Source: an optimization exercise on an open RTL-to-GDS flow (aim: small area). Production flows keep margins and buffers that such runs may drop. Function was checked by simulation only, so behaviour that the tests miss may differ from the original. Power and IR drop assume default switching activity. No driver is modelled on the clock port, so clocking that relies on it looks cheaper here than on a real chip.

$ cat config.mk
export PLATFORM = sky130hd
export DESIGN_NAME = sliding_window_arq_endpoint
export DESIGN_NICKNAME = sliding_window_arq_endpoint
export VERILOG_FILES = /design/flow/design.v
export SDC_FILE = /design/flow/constraint.sdc
export NUM_CORES = 4
export LEC_CHECK = 0
export CAP_MARGIN = 20
export CORE_MARGIN = 2
export CORE_UTILIZATION = 65
export CTS_BUF_LIST = sky130_fd_sc_hd__clkbuf_16
export CTS_CLUSTER_DIAMETER = 70
export CTS_CLUSTER_SIZE = 36
export SLEW_MARGIN = 20
export BUFFER_PORTS_ARGS = -buffer_cell sky130_fd_sc_hd__buf_1
export CTS_ARGS = -sink_clustering_enable -repair_clock_nets -sink_clustering_size 36 -sink_clustering_max_diameter 70 -buf_list sky130_fd_sc_hd__clkbuf_16 -dont_use_dummy_load
$ cat constraint.sdc
create_clock -name core_clock -period 8.0 [get_ports {clk_i}]
set_input_delay 1.6000 -clock core_clock [delete_from_list [all_inputs] [get_ports {clk_i}]]
set_output_delay 1.6000 -clock core_clock [all_outputs]
set_load 0.01 [all_outputs]
$ cat design.v
`default_nettype none
package swarq_pkg;
  localparam int unsigned WindowSlotsDef = 16;
  localparam int unsigned SeqW    = 32;
  localparam int unsigned HandleW = 16;
  localparam int unsigned LenW    = 16;
  localparam int unsigned CountW  = 5;
  localparam logic [1:0] REQ_DATA = 2'd0;
  localparam logic [1:0] REQ_ACK  = 2'd1;
  localparam logic [1:0] REQ_SENT = 2'd2;
  localparam logic [1:0] KIND_DELIVER = 2'd0;
  localparam logic [1:0] KIND_ACK     = 2'd1;
  localparam logic [1:0] KIND_STATUS  = 2'd2;
endpackage
`default_nettype wire
`default_nettype none
module swarq_slot_store #(
  parameter int unsigned WindowSlots = swarq_pkg::WindowSlotsDef,
  parameter int unsigned DataW       = swarq_pkg::HandleW + swarq_pkg::LenW
) (
  input  wire               clk_i,
  input  wire               wr_en_i,
  input  wire  [DataW-1:0]  wr_data_i,
  input  wire               clr_en_i,
  input  wire               flush_i,
  output logic              rd_valid_o,
  output logic [DataW-1:0]  rd_data_o
);
  logic [WindowSlots-1:0]            valid_q;
  logic [WindowSlots-1:0][DataW-1:0] data_q;
  always_ff @(posedge clk_i) begin
    valid_q[0] <= valid_q[WindowSlots-1];
    valid_q[1] <= ((valid_q[0] & ~clr_en_i) | wr_en_i) & ~flush_i;
    for (int p = 2; p < WindowSlots; p++) valid_q[p] <= valid_q[p-1];
    data_q[0] <= data_q[WindowSlots-1];
    data_q[1] <= wr_en_i ? ~wr_data_i : data_q[0];
    for (int p = 2; p < WindowSlots; p++) data_q[p] <= data_q[p-1];
  end
  assign rd_valid_o = valid_q[0];
  assign rd_data_o  = ~data_q[0];
endmodule
`default_nettype wire
`default_nettype none
module sliding_window_arq_endpoint #(
  parameter int unsigned WindowSlots = swarq_pkg::WindowSlotsDef
) (
  input  wire                   clk_i,
  input  wire                   rst_ni,
  input  wire                   in_valid_i,
  output logic                  in_ready_o,
  input  wire  [65:0]           in_req_i,
  output logic                  out_valid_o,
  input  wire                   out_ready_i,
  output logic [79:0]           out_rsp_o
);
  localparam int unsigned SeqW  = swarq_pkg::SeqW;
  localparam int unsigned DataW = swarq_pkg::HandleW + swarq_pkg::LenW;
  localparam int unsigned IdxW  = $clog2(WindowSlots);
  localparam int unsigned CntW  = $clog2(WindowSlots + 1);
  localparam int unsigned BitW  = $clog2(SeqW);
  typedef enum logic [3:0] {
    ST_IDLE,
    ST_OFFSET,      
    ST_TX_ADD,      
    ST_WRITE,       
    ST_STATUS,
    ST_DRAIN,       
    ST_DELIVER,     
    ST_INC_WAIT,    
    ST_INC,         
    ST_ACK,
    ST_CLOSE_ACK
  } state_e;
  logic [1:0]       req_type;
  logic [SeqW-1:0]  req_seq;
  logic [DataW-1:0] req_data;
  logic             req_len_zero, req_data_t, req_ack_t;
  assign req_type     = in_req_i[65:64];
  assign req_seq      = in_req_i[63:32];
  assign req_data     = in_req_i[31:0];
  assign req_len_zero = (in_req_i[15:0] == '0);
  assign req_data_t   = (req_type == swarq_pkg::REQ_DATA);
  assign req_ack_t    = (req_type == swarq_pkg::REQ_ACK);
  state_e           state_q;
  logic [BitW-1:0]  ph_q;          
  logic [IdxW-1:0]  head_q;        
  logic [SeqW-1:0]  nack_q;        
  logic [SeqW-1:0]  tx_q;          
  logic [CntW-1:0]  outst_q;
  logic             closed_q;
  logic             acc_q, lz_q, full_q;
  logic [CntW-1:0]  freed_q;
  logic             c_q, nz_q;
  logic             fresh_q;       
  logic [IdxW-1:0]  slot_ph;
  assign slot_ph = ph_q[IdxW-1:0];
  logic             wr_en, clr_en;
  logic             rd_valid;
  logic [DataW-1:0] rd_data;
  swarq_slot_store #(
    .WindowSlots (WindowSlots),
    .DataW       (DataW)
  ) u_slots (
    .clk_i      (clk_i),
    .wr_en_i    (wr_en),
    .wr_data_i  (req_data),
    .clr_en_i   (clr_en),
    .flush_i    (fresh_q),
    .rd_valid_o (rd_valid),
    .rd_data_o  (rd_data)
  );
  logic ph_first, ph_last;
  logic s_bit, r_bit, cin, sum, cout;
  assign ph_first = (ph_q == '0);
  assign ph_last  = (ph_q == BitW'(SeqW - 1));
  assign s_bit = req_seq[ph_q];
  assign r_bit = req_data_t ? nack_q[0] : ~tx_q[0];
  assign cin   = ph_first ? ~req_data_t : c_q;
  assign sum   = s_bit ^ r_bit ^ cin;
  assign cout  = (s_bit & r_bit) | (cin & (s_bit ^ r_bit));
  logic in_win;
  assign in_win = !(nz_q | sum);
  logic [CntW-1:0] off_p1, freed;
  assign off_p1 = CntW'(freed_q[IdxW-1:0]) + CntW'(1);
  assign freed  = !in_win ? '0 : (off_p1 > outst_q) ? outst_q : off_p1;
  logic a_bit, t_cin, t_sum, t_cout;
  assign a_bit  = (ph_q < BitW'(CntW)) ? freed_q[ph_q[2:0]] : 1'b0;
  assign t_cin  = ph_first ? 1'b0 : c_q;
  assign t_sum  = tx_q[0] ^ a_bit ^ t_cin;
  assign t_cout = (tx_q[0] & a_bit) | (t_cin & (tx_q[0] ^ a_bit));
  logic borrow;
  assign borrow = ph_first ? 1'b1 : c_q;
  logic at_head, at_slot;
  assign at_head = (slot_ph == head_q);
  assign at_slot = (slot_ph == req_seq[IdxW-1:0]);
  always_comb begin
    in_ready_o = 1'b0;
    case (state_q)
      ST_IDLE:   in_ready_o = !(req_data_t || req_ack_t);
      ST_OFFSET: in_ready_o = ph_last && req_data_t && !in_win;
      ST_TX_ADD: in_ready_o = ph_last;
      ST_WRITE:  in_ready_o = at_slot;
      default:   in_ready_o = 1'b0;
    endcase
  end
  assign wr_en  = (state_q == ST_WRITE) && at_slot;
  assign clr_en = (state_q == ST_DRAIN) && at_head && rd_valid;
  logic nack_in, tx_in;
  always_comb begin
    nack_in = nack_q[0];
    tx_in   = tx_q[0];
    if (state_q == ST_INC)    nack_in = nack_q[0] ^ borrow;
    if (state_q == ST_TX_ADD) tx_in   = t_sum;
    if (fresh_q) begin
      nack_in = 1'b0;
      tx_in   = 1'b0;
    end
  end
  logic nack_rot;
  assign nack_rot = fresh_q || (state_q == ST_INC) ||
                    (state_q == ST_OFFSET && req_data_t);
  always_ff @(posedge clk_i) begin
    if (nack_rot) nack_q <= {nack_in, nack_q[SeqW-1:1]};
    tx_q   <= {tx_in, tx_q[SeqW-1:1]};
  end
  always_ff @(posedge clk_i or negedge rst_ni) begin
    if (!rst_ni) begin
      state_q  <= ST_IDLE;
      ph_q     <= '0;
      fresh_q  <= 1'b1;
      head_q   <= '0;
      outst_q  <= '0;
      closed_q <= 1'b0;
    end else begin
      ph_q <= ph_q + BitW'(1);
      if (ph_last) fresh_q <= 1'b0;
      case (state_q)
        ST_IDLE: begin
          if (in_valid_i) begin
            if (req_data_t || req_ack_t) begin
              if (ph_last) state_q <= ST_OFFSET;
            end else if (req_type == swarq_pkg::REQ_SENT) begin
              if (!outst_q[CntW-1]) outst_q <= outst_q + CntW'(1);
              state_q <= ST_STATUS;
            end
          end
        end
        ST_OFFSET: begin
          if (ph_last) begin
            if (req_data_t) begin
              if (!in_win) begin
                if (req_len_zero) closed_q <= 1'b1;
                state_q <= ST_ACK;
              end else begin
                state_q <= ST_WRITE;
              end
            end else begin
              outst_q <= outst_q - freed;
              state_q <= ST_TX_ADD;
            end
          end
        end
        ST_TX_ADD: if (ph_last) state_q <= ST_STATUS;
        ST_WRITE: begin
          if (at_slot) begin
            if (req_len_zero) closed_q <= 1'b1;
            state_q <= ST_DRAIN;
          end
        end
        ST_DRAIN: begin
          if (at_head) begin
            if (!rd_valid) begin
              state_q <= ST_ACK;
            end else begin
              head_q  <= head_q + IdxW'(1);
              state_q <= ST_DELIVER;
            end
          end
        end
        ST_DELIVER:  if (out_ready_i) state_q <= ST_INC_WAIT;
        ST_INC_WAIT: if (ph_last) state_q <= ST_INC;
        ST_INC:      if (ph_last) state_q <= ST_DRAIN;
        ST_ACK:       if (out_ready_i) state_q <= lz_q ? ST_CLOSE_ACK : ST_IDLE;
        ST_CLOSE_ACK: if (out_ready_i) state_q <= ST_IDLE;
        ST_STATUS: if (out_ready_i) state_q <= ST_IDLE;
        default: state_q <= ST_IDLE;
      endcase
    end
  end
  always_ff @(posedge clk_i) begin
    nz_q <= (nz_q & !ph_first) | (sum & (ph_q >= BitW'(IdxW)));
    case (state_q)
      ST_TX_ADD: c_q <= t_cout;
      ST_INC:    c_q <= borrow & ~nack_q[0];
      default:   c_q <= cout;
    endcase
  end
  always_ff @(posedge clk_i) begin
    case (state_q)
      ST_IDLE: begin
        if (in_valid_i && req_type == swarq_pkg::REQ_SENT) begin
          acc_q   <= 1'b0;
          freed_q <= '0;
          full_q  <= outst_q[CntW-1];
        end
      end
      ST_OFFSET: begin
        if (ph_q < BitW'(IdxW)) freed_q <= {1'b0, sum, freed_q[IdxW-1:1]};
        if (ph_last) begin
          full_q  <= 1'b0;
          acc_q   <= in_win;
          lz_q    <= req_len_zero;
          freed_q <= req_data_t ? '0 : freed;
        end
      end
      default: ;
    endcase
  end
  logic [DataW-1:0] dout_q;
  always_ff @(posedge clk_i) begin
    if (clr_en) dout_q <= rd_data;
  end
  logic is_del, is_ack, is_status;
  assign is_del    = (state_q == ST_DELIVER);
  assign is_ack    = (state_q == ST_ACK) || (state_q == ST_CLOSE_ACK);
  assign is_status = (state_q == ST_STATUS);
  assign out_valid_o = is_status || is_ack || is_del;
  assign out_rsp_o = {
    is_status, is_ack,
    is_del ? dout_q : '0,
    is_ack ? ~nack_q : '0,
    acc_q,
    freed_q,
    outst_q,
    full_q,
    closed_q,
    is_status || (state_q == ST_CLOSE_ACK) || (is_ack && !lz_q)
  };
endmodule
`default_nettype wire
$ cat flow/run.sh
#!/bin/bash
# Standard ORFS layout with two changes: the port buffers are made from the
# smallest buffer, and the combinational cells of the standard synthesis are
# remapped for area (flip-flops untouched, kept by name and cell) before the
# layout reads it. Several ABC scripts are tried; the smallest netlist that
# is proven equal to the standard one is used.
set -euo pipefail
FLOWDIR=$PWD/flow
cat >> config.mk <<EOC
export BUFFER_PORTS_ARGS = -buffer_cell sky130_fd_sc_hd__buf_1
export CTS_ARGS = -sink_clustering_enable -repair_clock_nets -sink_clustering_size 36 -sink_clustering_max_diameter 70 -buf_list sky130_fd_sc_hd__clkbuf_16 -dont_use_dummy_load
EOC
bash standard.sh synth > synth.log 2>&1
R=orfs/results/$FLOW_PLATFORM/sliding_window_arq_endpoint/base
LIB=$FLOW_HOME/platforms/$FLOW_PLATFORM/lib/sky130_fd_sc_hd__tt_025C_1v80.lib
YOSYS=$FLOW_HOME/../tools/install/yosys/bin/yosys
[[ -x $YOSYS ]] || YOSYS=yosys
cp $R/1_2_yosys.v $R/1_2_yosys_std.v
best=""; best_area=""
for abc in $FLOWDIR/abc_*.abc; do
  n=$(basename $abc .abc)
  sed -e "s#@LIB@#$LIB#g" -e "s#@IN@#$R/1_2_yosys_std.v#" -e "s#@TOP@#$FLOW_TOP#" \
      -e "s#@ABC@#$abc#" -e "s#@OUT@#$R/1_2_yosys_$n.v#" \
      $FLOWDIR/resyn.ys.in > resyn_$n.ys
  sed -e "s#@LIB@#$LIB#g" -e "s#@GOLD@#$R/1_2_yosys_std.v#" -e "s#@GATE@#$R/1_2_yosys_$n.v#" \
      -e "s#@TOP@#$FLOW_TOP#g" $FLOWDIR/equiv.ys.in > equiv_$n.ys
  if $YOSYS -s resyn_$n.ys > resyn_$n.log 2>&1 && $YOSYS -s equiv_$n.ys > equiv_$n.log 2>&1; then
    area=$(grep "Chip area" resyn_$n.log | tail -1 | awk '{print $NF}')
    echo "$n $area" >> remap_areas.txt
    if [[ -z $best_area ]] || awk -v a=$area -v b=$best_area 'BEGIN{exit !(a<b)}'; then
      best=$n; best_area=$area
    fi
  else
    echo "$n failed" >> remap_areas.txt
  fi
done
if [[ -n $best ]]; then
  cp $R/1_2_yosys_$best.v $R/1_2_yosys.v
  touch $R/1_2_yosys.v
  echo "remapped netlist in use: $best $best_area" > remap_status.txt
else
  echo "remap failed; standard netlist kept" > remap_status.txt
fi
bash standard.sh > standard.log 2>&1
$ cat flow/abc_amap.abc
strash
&get -n
&fraig -x
&put
scorr
dc2
strash
dch -f
amap
topo
$ cat flow/abc_c6.abc
strash
&get -n
&fraig -x
&put
scorr
dc2
strash
&get -n
&synch2
&if -K 6 -a
&mfs
&st
&put
dch -f
amap
$ cat flow/abc_c9.abc
strash
&get -n
&fraig -x
&put
scorr
dc2
strash
&get -n
&synch2
&if -K 4 -a
&mfs
&st
&put
dch -f
amap
$ cat flow/abc_d1.abc
strash
&get -n
&fraig -x
&put
scorr
dc2
strash
&get -n
&synch2
&if -K 4 -a
&mfs
&st
&put
dch -f
amap -m
$ cat flow/abc_d3.abc
strash
&get -n
&fraig -x
&put
scorr
dc2
strash
&get -n
&synch2
&if -K 4 -a
&mfs
&st
&put
dch -f
amap -F 20 -A 30 -C 5000
$ cat flow/abc_ds180.abc
strash
&get -n
&fraig -x
&put
scorr
dc2
strash
&get -n
&deepsyn -T 180
&synch2
&if -K 4 -a
&mfs
&st
&put
dch -f
amap
$ cat flow/abc_ds60.abc
strash
&get -n
&fraig -x
&put
scorr
dc2
strash
&get -n
&deepsyn -T 60
&synch2
&if -K 4 -a
&mfs
&st
&put
dch -f
amap
$ cat flow/abc_ds60map.abc
strash
&get -n
&fraig -x
&put
scorr
dc2
strash
&get -n
&deepsyn -T 60
&put
dch -f
amap
$ cat flow/abc_nf.abc
strash
&get -n
&fraig -x
&put
scorr
dc2
strash
&get -n
&dch -f
&nf -R 1000
&put
$ cat flow/equiv.ys.in
# Prove the remapped netlist equal to the standard one. The flip-flops keep
# their names, so the registers pair up by name; the unnamed nets are hidden.
read_liberty -ignore_miss_func @LIB@
read_verilog @GOLD@
rename @TOP@ gold
read_verilog @GATE@
rename @TOP@ gate
hierarchy -check
flatten gold gate
rename -hide gold/w:_* gate/w:_*
opt_clean gold gate
async2sync
equiv_make gold gate equiv
equiv_simple -seq 1
equiv_induct
equiv_status -assert
$ cat flow/resyn.ys.in
# Remap the combinational cells of the standard synthesis for area. The
# flip-flops are kept as they are (black boxes), with their names and cells.
read_liberty -ignore_miss_func @LIB@
blackbox sky130_fd_sc_hd__*df* sky130_fd_sc_hd__*dl*
read_verilog @IN@
hierarchy -check -top @TOP@
flatten
rename -hide w:_*_.*
opt_clean -purge
abc -liberty @LIB@ -dont_use sky130_fd_sc_hd__fill_1 -dont_use sky130_fd_sc_hd__fill_2 -dont_use sky130_fd_sc_hd__fill_4 -dont_use sky130_fd_sc_hd__fill_8 -dont_use sky130_fd_sc_hd__lpflow_bleeder_1 -dont_use sky130_fd_sc_hd__lpflow_clkbufkapwr_1 -dont_use sky130_fd_sc_hd__lpflow_clkbufkapwr_16 -dont_use sky130_fd_sc_hd__lpflow_clkbufkapwr_2 -dont_use sky130_fd_sc_hd__lpflow_clkbufkapwr_4 -dont_use sky130_fd_sc_hd__lpflow_clkbufkapwr_8 -dont_use sky130_fd_sc_hd__lpflow_clkinvkapwr_1 -dont_use sky130_fd_sc_hd__lpflow_clkinvkapwr_16 -dont_use sky130_fd_sc_hd__lpflow_clkinvkapwr_2 -dont_use sky130_fd_sc_hd__lpflow_clkinvkapwr_4 -dont_use sky130_fd_sc_hd__lpflow_clkinvkapwr_8 -dont_use sky130_fd_sc_hd__lpflow_decapkapwr_12 -dont_use sky130_fd_sc_hd__lpflow_decapkapwr_3 -dont_use sky130_fd_sc_hd__lpflow_decapkapwr_4 -dont_use sky130_fd_sc_hd__lpflow_decapkapwr_6 -dont_use sky130_fd_sc_hd__lpflow_decapkapwr_8 -dont_use sky130_fd_sc_hd__lpflow_inputiso0n_1 -dont_use sky130_fd_sc_hd__lpflow_inputiso0p_1 -dont_use sky130_fd_sc_hd__lpflow_inputiso1n_1 -dont_use sky130_fd_sc_hd__lpflow_inputiso1p_1 -dont_use sky130_fd_sc_hd__lpflow_inputisolatch_1 -dont_use sky130_fd_sc_hd__lpflow_isobufsrc_1 -dont_use sky130_fd_sc_hd__lpflow_isobufsrc_16 -dont_use sky130_fd_sc_hd__lpflow_isobufsrc_2 -dont_use sky130_fd_sc_hd__lpflow_isobufsrc_4 -dont_use sky130_fd_sc_hd__lpflow_isobufsrc_8 -dont_use sky130_fd_sc_hd__lpflow_isobufsrckapwr_16 -dont_use sky130_fd_sc_hd__lpflow_lsbuf_lh_hl_isowell_tap_1 -dont_use sky130_fd_sc_hd__lpflow_lsbuf_lh_hl_isowell_tap_2 -dont_use sky130_fd_sc_hd__lpflow_lsbuf_lh_hl_isowell_tap_4 -dont_use sky130_fd_sc_hd__lpflow_lsbuf_lh_isowell_4 -dont_use sky130_fd_sc_hd__lpflow_lsbuf_lh_isowell_tap_1 -dont_use sky130_fd_sc_hd__lpflow_lsbuf_lh_isowell_tap_2 -dont_use sky130_fd_sc_hd__lpflow_lsbuf_lh_isowell_tap_4 -dont_use sky130_fd_sc_hd__probe_p_8 -dont_use sky130_fd_sc_hd__probec_p_8  -script @ABC@
setundef -zero
splitnets
opt_clean -purge
hilomap -singleton -hicell sky130_fd_sc_hd__conb_1 HI -locell sky130_fd_sc_hd__conb_1 LO
insbuf -buf sky130_fd_sc_hd__buf_4 A X
opt_clean -purge
stat -liberty @LIB@
write_verilog -noattr -nohex -nodec @OUT@
$ cat standard.sh
#!/bin/bash
# synth_recipe.tcl (not shown) runs the flow's synth.tcl, then flattens the netlist and writes it again
# the make line also repeats each setting of config.mk as NAME=value (left out here)
make -C /OpenROAD-flow-scripts/flow DESIGN_CONFIG=/design/flow/config.mk WORK_HOME=/design/flow/orfs CLKGATE_MAP_FILE= SYNTH_SCRIPT=/design/flow/synth_recipe.tcl "${@:-finish}"
==> summary.txt <==
-- layout make-up --
class | count | area, um2 | share of cell area [%]
diodes | 1 | 2.50 | 0.0143
clock buffers | 23 | 576 | 3.30
inverters | 76 | 285 | 1.64
multi-input cells | 308 | 1650 | 9.43
flip-flops and latches | 654 | 13900 | 79.8
well taps | 324 | 405 | 2.32
repair buffers | 157 | 612 | 3.51
-- state kept, by name, summed over array words and instances, names as in the netlist --
name and count:
u_slots.data_q 512, dout_q 32, nack_q 32, tx_q 32, u_slots.valid_q 16, freed_q 5
outst_q 5, ph_q 5, head_q 4, state_q 4, acc_q 1, c_q 1
closed_q 1, fresh_q 1, full_q 1, lz_q 1, nz_q 1
-- critical path, cell delays in order (launching register included) --
cell      delay [ns]
dfrtp_1         0.48
nor2_1          0.58
clkinv_1        0.25
nor2_1          0.20
or2_0           0.18
o21ai_0         0.13
nor2b_1         0.16
or2_0           0.22
nand2_1         0.06
o21ai_0         0.09
nor2b_1         0.19
nor3_1          0.26
nor2_1          0.07
o221ai_1        0.22
buf_1           0.20
-- power by group --
group          internal [mW]  leakage [nW]  switching, mW
Clock                  0.522         0.283          0.851
Sequential              3.59          5.54         0.0905
Combinational          0.109         0.816          0.229
-- layer usage --
layer,wire length (um),GRT usage (%),up-vias
met1,11900,27.6,3644
li1,-,-,3759
met4,450,4.22,0
met5,0,0,-
met2,11500,32.3,196
met3,1070,2.73,37
-- metrics by stage --
stage,hold slack [ns],instances
finish,0.302,1543
global route,0.299,1543
CTS,0.292,1542
detailed placement,0.312,1519
global placement,0.309,1519
floorplan,0.310,1041
-- worst paths after layout --
check                               startpoint                   to
max in group asynchronous               rst_ni             closed_q
hold reg to reg            u_slots.data_q[281]  u_slots.data_q[313]
setup / recovery                       ph_q[0]           in_ready_o
setup reg to reg                       ph_q[1]           state_q[0]
min in group asynchronous               rst_ni           outst_q[1]
hold / removal             u_slots.data_q[281]  u_slots.data_q[313]
==> impl_metrics.env <==
export IMPL_rows=57
export IMPL_reg2reg_slack_ns=3.37
export IMPL_p_leak_nw=6.64
export IMPL_nets=1290
export IMPL_arrival_ns=3.81
export IMPL_port_buffers=151
export IMPL_die_width_um=160
export IMPL_mostFrequentLayoutCells="562 x dfxtp_1, 151 x buf_1, 96 x nor2_1"
export IMPL_holdBufCountCts=0
export IMPL_cts_path_max_buffers=3
export IMPL_clock_sinks=654
export IMPL_min_path_type="flop to flop"
export IMPL_drt_iter0_drc=479
export IMPL_area_growth_pct=9.91
export IMPL_worst_slew_pin_slew_ns=1.01
export IMPL_start_kind="flop"
export IMPL_drive_gt1_share_pct=2.46
export IMPL_required_ns=6.40
export IMPL_period_minus_slack_ns=5.41
export IMPL_drv_slew=0
export IMPL_grt_pass1_vias=7485
export IMPL_period_share_pct=67.6
export IMPL_syn_instance_count=1041
export IMPL_hold_viol=0
export IMPL_post_cts_buffers=0
export IMPL_nFillCells=1595
export IMPL_drc_errors=0
export IMPL_gr_total_overflow=0
export IMPL_hpwl_um=15500
export IMPL_fmax_mhz=185
export IMPL_drtAntennaViolNets=0
export IMPL_syn_area_mm2=0.0159
export IMPL_initial_core_util_pct=65.6
export IMPL_status="complete, no violations"
export IMPL_post_route_util_pct=72.1
export IMPL_criticalPathCategory="flop to output port"
export IMPL_viasPerCell=4.95
export IMPL_avgSynthCellArea_um2=15.2
export IMPL_pre_cts_ws_ns=2.75
export IMPL_syn_nets=1111
export IMPL_setup_viol=0
export IMPL_skew_ns=0.0668
export IMPL_wl_per_cell_um=16.2
export IMPL_globalplace_congestion=0.878
export IMPL_cts_root_buf="clkbuf_16"
export IMPL_grt_pass1_wl_um=39200
export IMPL_routed_wl_um=24900
export IMPL_cts_resized=0
export IMPL_dr_pass1_iters=5
export IMPL_rsz0062_at_grt="no"
export IMPL_powerDensity_mw_per_mm2=309
export IMPL_grt_max_degree=37
export IMPL_tns_ns=0
export IMPL_critical_path_peak_fanout=10
export IMPL_dpl_cell_area_mm2=0.0169
export IMPL_crit_path_end_kind="output port"
export IMPL_vias=7636
export IMPL_die_area_mm2=0.0257
export IMPL_cts_tree="done"
export IMPL_yosysWarnings=2
export IMPL_antenna_found_initial=1
export IMPL_ios=152
export IMPL_dieHeight_um=160
export IMPL_min_path_cells=0
export IMPL_cts_inserted_buffers=23
export IMPL_worst_slack_ns=2.59
export IMPL_clock_latency_ns=0.57
export IMPL_finalPower_mw=5.39
export IMPL_maxSlewHeadroom_pct=31.7
export IMPL_r2r_cells=17
export IMPL_core_mm2=0.0242
export IMPL_grt_usage_pct=19.4
export IMPL_cts_clk_slew_worst_paths_ns=0.12
export IMPL_max_cap_violations=0
export IMPL_final_common_cell="dfxtp_1"
export IMPL_cts_max_level=1
export IMPL_ir_drop_mv=0.278
export IMPL_stdcell_area_mm2=0.0174

-- port drivers added, routing unchanged --
No port has a modelled driver above. Below, the same layout with a new extraction and two added sets of constraints.
Step 1 (the two cells are an assumption about what drives the block):
set clk [get_ports {clk_i}]
set_driving_cell -lib_cell sky130_fd_sc_hd__clkbuf_16 $clk
set_driving_cell -lib_cell sky130_fd_sc_hd__buf_2 [delete_from_list [all_inputs] $clk]
Step 2, shift: input delay + t, output delay - t, t = (earliest + latest rising clock arrival at the registers) / 2. This alone moves slack from input paths to output paths.
a / b / c = ideal / step 1 / step 2; a / b = the first two.
t (ns): 0.571
setup slack, ns: 2.590 / 2.541 / 2.664
worst setup path after step 2: input to output
pins driven straight from the clock port: 1
After both steps this run still meets setup and hold. For this run, drivers alone change the setup slack by -0.049 ns; drivers and shift together by +0.074 ns.
